From an optimization exercise on the open Yosys and OpenROAD flow, aimed at small area; shortcuts taken in it are not production practice. In this exercise RTL edits were held to simulation tests only and were not proved equivalent to the original. The clock port is modelled as an ideal driver; clocking choices that lean on that would not hold on a real chip. Power is estimated from default activity; no workload was simulated.

Setup of zinc:
==> flow/design.v (excerpt) <==
module pong_node_top
#(
    parameter int STEP_BASE     = 6000,
    parameter int PADDLE_H      = 40,
    parameter int SAMPLE_CYCLES = 5000
) (
    input  logic        clk_25MHZ,
    input  logic        reset,
    input  logic        upscale,
    input  logic        game_start,
    input  logic [9:0]  paddle_y,
    input  logic [7:0]  awaddr,
    input  logic        awvalid,
    output logic        awready,
    input  logic [31:0] wdata,
    input  logic [3:0]  wstrb,
    input  logic        wvalid,
    output logic        wready,
    output logic [1:0]  bresp,
    output logic        bvalid,
    input  logic        bready,
    input  logic [7:0]  araddr,
    input  logic        arvalid,
    output logic        arready,
    output logic [31:0] rdata,
    output logic [1:0]  rresp,
    output logic        rvalid,
    input  logic        rready,
    output logic [9:0]  ball_x,
    output logic [9:0]  ball_y,
    output logic        moving_left,
    output logic        moving_right,
    output logic        game_over,
    output logic        you_win,
    output logic        send_pending,
    output logic [7:0]  status_led
);
==> flow/config.mk <==
export PLATFORM = sky130hd
export DESIGN_NAME = pong_node_top
export DESIGN_NICKNAME = pong_node_top
export VERILOG_FILES = /design/flow/design.v
export SDC_FILE = /design/flow/constraint.sdc
export NUM_CORES = 4
export LEC_CHECK = 0
export CAP_MARGIN = 20
export CORE_MARGIN = 2
export CORE_UTILIZATION = 40
export SLEW_MARGIN = 20
==> flow/constraint.sdc <==
create_clock -name core_clock -period 100.0 [get_ports {clk_25MHZ}]
set_input_delay 20.0000 -clock core_clock [delete_from_list [all_inputs] [get_ports {clk_25MHZ}]]
set_output_delay 20.0000 -clock core_clock [all_outputs]
set_load 0.01 [all_outputs]
standard.sh (not shown) runs the stock make flow with config.mk's settings and CLKGATE_MAP_FILE= SYNTH_SCRIPT=/design/flow/synth_recipe.tcl, a recipe that flattens the netlist after the stock synthesis.
==> flow/flow/run.sh <==
#!/bin/bash
# The standard layout (standard.sh), with two changes to how it is made:
#  - the port buffers that global placement puts on every input and output
#    are the smallest buffer cell rather than the tool's default pick;
#  - clock tree synthesis uses clkbuf_8 and adds no dummy clock loads.
set -euo pipefail
export BUFFER_PORTS_ARGS="-buffer_cell sky130_fd_sc_hd__buf_1"
export SKIP_REPAIR_TIE_FANOUT=1
export CTS_ARGS="-sink_clustering_enable -repair_clock_nets -buf_list sky130_fd_sc_hd__clkbuf_8 -dont_use_dummy_load"
bash standard.sh finish > standard.log 2>&1
zinc finished every step from synthesis to the final layout, and the layout passed the timing, DRC and antenna checks.
Here is what was changed in the inputs of yarrow compared with zinc.
==> flow/flow/run.sh <==
#!/bin/bash
# The standard layout (standard.sh), with these changes to how it is made:
#  - the port buffers that global placement puts on every input and output
#    are the smallest buffer cell rather than the tool's default pick;
#  - the constant outputs share the one tie cell synthesis made, instead of
#    one tie cell each;
#  - clock tree synthesis builds its tree of clkbuf_4 without dummy clock
#    loads, and post_cts.tcl then upsizes to clkbuf_8 every clock buffer
#    whose flip-flop clock pins would see a slow edge.
set -euo pipefail
here=$(pwd)
export BUFFER_PORTS_ARGS="-buffer_cell sky130_fd_sc_hd__buf_1"
export SKIP_REPAIR_TIE_FANOUT=1
export CTS_ARGS="-sink_clustering_enable -repair_clock_nets -buf_list sky130_fd_sc_hd__clkbuf_4 -dont_use_dummy_load"
export POST_CTS_TCL="$here/flow/post_cts.tcl"
bash standard.sh finish > standard.log 2>&1
==> flow/flow/post_cts.tcl (new file) <==
# Upsize each clock tree buffer whose flip-flop clock pins would see a slow
# clock edge, so a small buffer is kept only where it is fast enough.
estimate_parasitics -placement
set upsized 0
foreach inst [get_cells -filter "ref_name == sky130_fd_sc_hd__clkbuf_4"] {
  set out [get_pins -of_objects $inst -filter "direction == output"]
  set net [get_nets -of_objects $out]
  set worst 0.0
  foreach pin [get_pins -of_objects $net -filter "direction == input"] {
    set s [get_property $pin slew_max]
    if { $s > $worst } { set worst $s }
  }
  if { $worst > 0.100 } {
    replace_cell $inst sky130_fd_sc_hd__clkbuf_8
    incr upsized
  }
}
puts "post_cts: upsized $upsized clock buffers"
estimate_parasitics -placement
detailed_placement
check_placement -verbose
--- a/flow/config.mk
+++ b/flow/config.mk
@@ -10,0 +11 @@
+export GPL_TIMING_DRIVEN = 0
--- outcome ---
- The worst hold slack of yarrow exceeds that of zinc by 0.060 ns.
- There was hardly any difference in required time of the critical path between zinc and yarrow.
- [yarrow] pin count of the biggest net entering global routing fell 25% relative to zinc
- Diff zinc and yarrow: sequential cell area share lower in yarrow
- Of zinc and yarrow, the run reporting the higher global-route usage was yarrow.
[inputs] amber vs yarrow
==> flow/flow/run.sh <==
#!/bin/bash
# The standard layout (standard.sh), with two changes to how it is made:
#  - the port buffers that global placement puts on every input and output
#    are the smallest buffer cell rather than the tool's default pick;
#  - clock tree synthesis uses clkbuf_8 and adds no dummy clock loads.
set -euo pipefail
export BUFFER_PORTS_ARGS="-buffer_cell sky130_fd_sc_hd__buf_1"
export CTS_ARGS="-sink_clustering_enable -repair_clock_nets -buf_list sky130_fd_sc_hd__clkbuf_8 -dont_use_dummy_load"
bash standard.sh finish > standard.log 2>&1
--- a/flow/config.mk
+++ b/flow/config.mk
@@ -11 +10,0 @@
-export GPL_TIMING_DRIVEN = 0
removed: flow/flow/post_cts.tcl
Findings:
Final core utilization was lower in amber than in yarrow. From yarrow to amber the numbers moved as follows: number of standard cells in the layout, taps in and fillers out now smaller, sequential share of layout area +1.2 points, proportion of power drawn by combinational gates has decreased. Summary: with yarrow as the reference, non-clock buffer count in amber moved down by more than a quarter.
## Diff of input files: maple against amber
==> flow/flow/run.sh <==
#!/bin/bash
# The standard layout (standard.sh), with these changes to how it is made:
#  - the port buffers that global placement puts on every input and output
#    are the smallest buffer cell rather than the tool's default pick;
#  - the constant outputs share the one tie cell synthesis made, instead of
#    one tie cell each;
#  - clock tree synthesis builds its tree of clkbuf_4 without dummy clock
#    loads, and post_cts.tcl then upsizes to clkbuf_8 every clock buffer
#    whose flip-flop clock pins would see a slow edge.
set -euo pipefail
here=$(pwd)
export BUFFER_PORTS_ARGS="-buffer_cell sky130_fd_sc_hd__buf_1"
export SKIP_REPAIR_TIE_FANOUT=1
export CTS_ARGS="-sink_clustering_enable -repair_clock_nets -buf_list sky130_fd_sc_hd__clkbuf_4 -dont_use_dummy_load"
export POST_CTS_TCL="$here/flow/post_cts.tcl"
bash standard.sh finish > standard.log 2>&1
==> flow/flow/post_cts.tcl (new file) <==
# Upsize each clock tree buffer whose flip-flop clock pins would see a slow
# clock edge, so a small buffer is kept only where it is fast enough.
estimate_parasitics -placement
set upsized 0
foreach inst [get_cells -filter "ref_name == sky130_fd_sc_hd__clkbuf_4"] {
  set out [get_pins -of_objects $inst -filter "direction == output"]
  set net [get_nets -of_objects $out]
  set worst 0.0
  foreach pin [get_pins -of_objects $net -filter "direction == input"] {
    set s [get_property $pin slew_max]
    if { $s > $worst } { set worst $s }
  }
  if { $worst > 0.100 } {
    replace_cell $inst sky130_fd_sc_hd__clkbuf_8
    incr upsized
  }
}
puts "post_cts: upsized $upsized clock buffers"
estimate_parasitics -placement
detailed_placement
check_placement -verbose
--- outcome ---
- Setup slack in maple is smaller than in amber.
- amber has higher max-slew headroom at the worst pin than maple.
- Overall fraction of global-route tracks in use | maple below amber
- ~same combinational power in maple and amber
- The cell depth of the worst flop-to-flop path of maple and that of amber are within noise of each other.
- ~same total power in maple and amber
- maple vs. amber: global-route track usage on met3 has increased; post-layout instance area decreased about 1.7%.

== P ==
Starting RTL as in the previous note.
## pong_node_top
module pong_node_top
#(
    parameter int STEP_BASE     = 6000,
    parameter int PADDLE_H      = 40,
    parameter int SAMPLE_CYCLES = 5000
) (
    input  logic        clk_25MHZ,
    input  logic        reset,
    input  logic        upscale,
    input  logic        game_start,
    input  logic [9:0]  paddle_y,
    input  logic [7:0]  awaddr,
    input  logic        awvalid,
    output logic        awready,
    input  logic [31:0] wdata,
    input  logic [3:0]  wstrb,
    input  logic        wvalid,
    output logic        wready,
    output logic [1:0]  bresp,
    output logic        bvalid,
    input  logic        bready,
    input  logic [7:0]  araddr,
    input  logic        arvalid,
    output logic        arready,
    output logic [31:0] rdata,
    output logic [1:0]  rresp,
    output logic        rvalid,
    input  logic        rready,
    output logic [9:0]  ball_x,
    output logic [9:0]  ball_y,
    output logic        moving_left,
    output logic        moving_right,
    output logic        game_over,
    output logic        you_win,
    output logic        send_pending,
    output logic [7:0]  status_led
);
Settings: LEC_CHECK=0, CAP_MARGIN=20, CORE_MARGIN=2, CORE_UTILIZATION=55, SLEW_MARGIN=20; clock period 100.0 ns.
==> flow/flow/run.sh <==
#!/bin/bash
# The standard layout (standard.sh), with these changes to how it is made:
#  - the port buffers that global placement puts on every input and output
#    are the smallest buffer cell rather than the tool's default pick;
#  - the constant outputs share the one tie cell synthesis made, instead of
#    one tie cell each;
#  - clock tree synthesis builds its tree of clkbuf_4 without dummy clock
#    loads, and post_cts.tcl then upsizes to clkbuf_8 every clock buffer
#    whose flip-flop clock pins would see a slow edge.
set -euo pipefail
here=$(pwd)
export BUFFER_PORTS_ARGS="-buffer_cell sky130_fd_sc_hd__buf_1"
export SKIP_REPAIR_TIE_FANOUT=1
export CTS_ARGS="-sink_clustering_enable -repair_clock_nets -buf_list sky130_fd_sc_hd__clkbuf_4 -dont_use_dummy_load"
export POST_CTS_TCL="$here/flow/post_cts.tcl"
bash standard.sh finish > standard.log 2>&1
==> flow/flow/post_cts.tcl <==
# Upsize each clock tree buffer whose flip-flop clock pins would see a slow
# clock edge, so a small buffer is kept only where it is fast enough.
estimate_parasitics -placement
set upsized 0
foreach inst [get_cells -filter "ref_name == sky130_fd_sc_hd__clkbuf_4"] {
  set out [get_pins -of_objects $inst -filter "direction == output"]
  set net [get_nets -of_objects $out]
  set worst 0.0
  foreach pin [get_pins -of_objects $net -filter "direction == input"] {
    set s [get_property $pin slew_max]
    if { $s > $worst } { set worst $s }
  }
  if { $worst > 0.100 } {
    replace_cell $inst sky130_fd_sc_hd__clkbuf_8
    incr upsized
  }
}
puts "post_cts: upsized $upsized clock buffers"
estimate_parasitics -placement
detailed_placement
check_placement -verbose
For Q, these inputs were changed with respect to P:
- changing CAP_MARGIN from 20 to 0
- changing SLEW_MARGIN from 20 to 0
- changing CORE_UTILIZATION from 55 to 40
Final cell utilization of the core (higher): P. The sequential logic power on Q is in line with that on P. The minimum setup slack after placement of Q was inferior to that of P. Synthesis-to-finish area growth in Q vs P: up 1.4 points. Summary of Q over P: die area now sits higher, setup slack now sits lower, met3 capacity usage during global routing now sits lower.

afterwards: timing with drivers on the ports:
No port has a modelled driver above. Below, the same layouts with a new extraction and two added sets of constraints. Step 1: set_driving_cell puts a clkbuf_16 on clk_25MHZ and a buf_2 on each other input, an assumption about the parent block. Step 2 times the ports against the registers' clock, not the clock port: input delays grow and output delays shrink by t, the midpoint of the rising clock arrivals with the driver on. Slacks: ideal ports / drivers / drivers and shift; pairs: ideal ports / drivers.
run	shift t [ns]	slack for setup (ns)	worst hold slack (ns)	worst data-port slew with drivers (ns)
zinc	0.472	59.531 / 59.508 / 59.508	0.381 / 0.381 / 0.381	0.04
yarrow	0.466	59.449 / 59.419 / 59.419	0.442 / 0.442 / 0.442	0.05
amber	0.473	59.537 / 59.513 / 59.513	0.378 / 0.378 / 0.378	0.04
maple	0.457	59.531 / 59.508 / 59.508	0.395 / 0.395 / 0.395	0.04
P	0.451	59.577 / 59.553 / 59.553	0.368 / 0.368 / 0.368	0.04
Q	0.457	59.531 / 59.508 / 59.508	0.395 / 0.395 / 0.395	0.04
After both steps every run listed still meets setup and hold. The setup slack of yarrow, which loses most, moves by -0.030 ns with the drivers and by -0.030 ns with both steps.
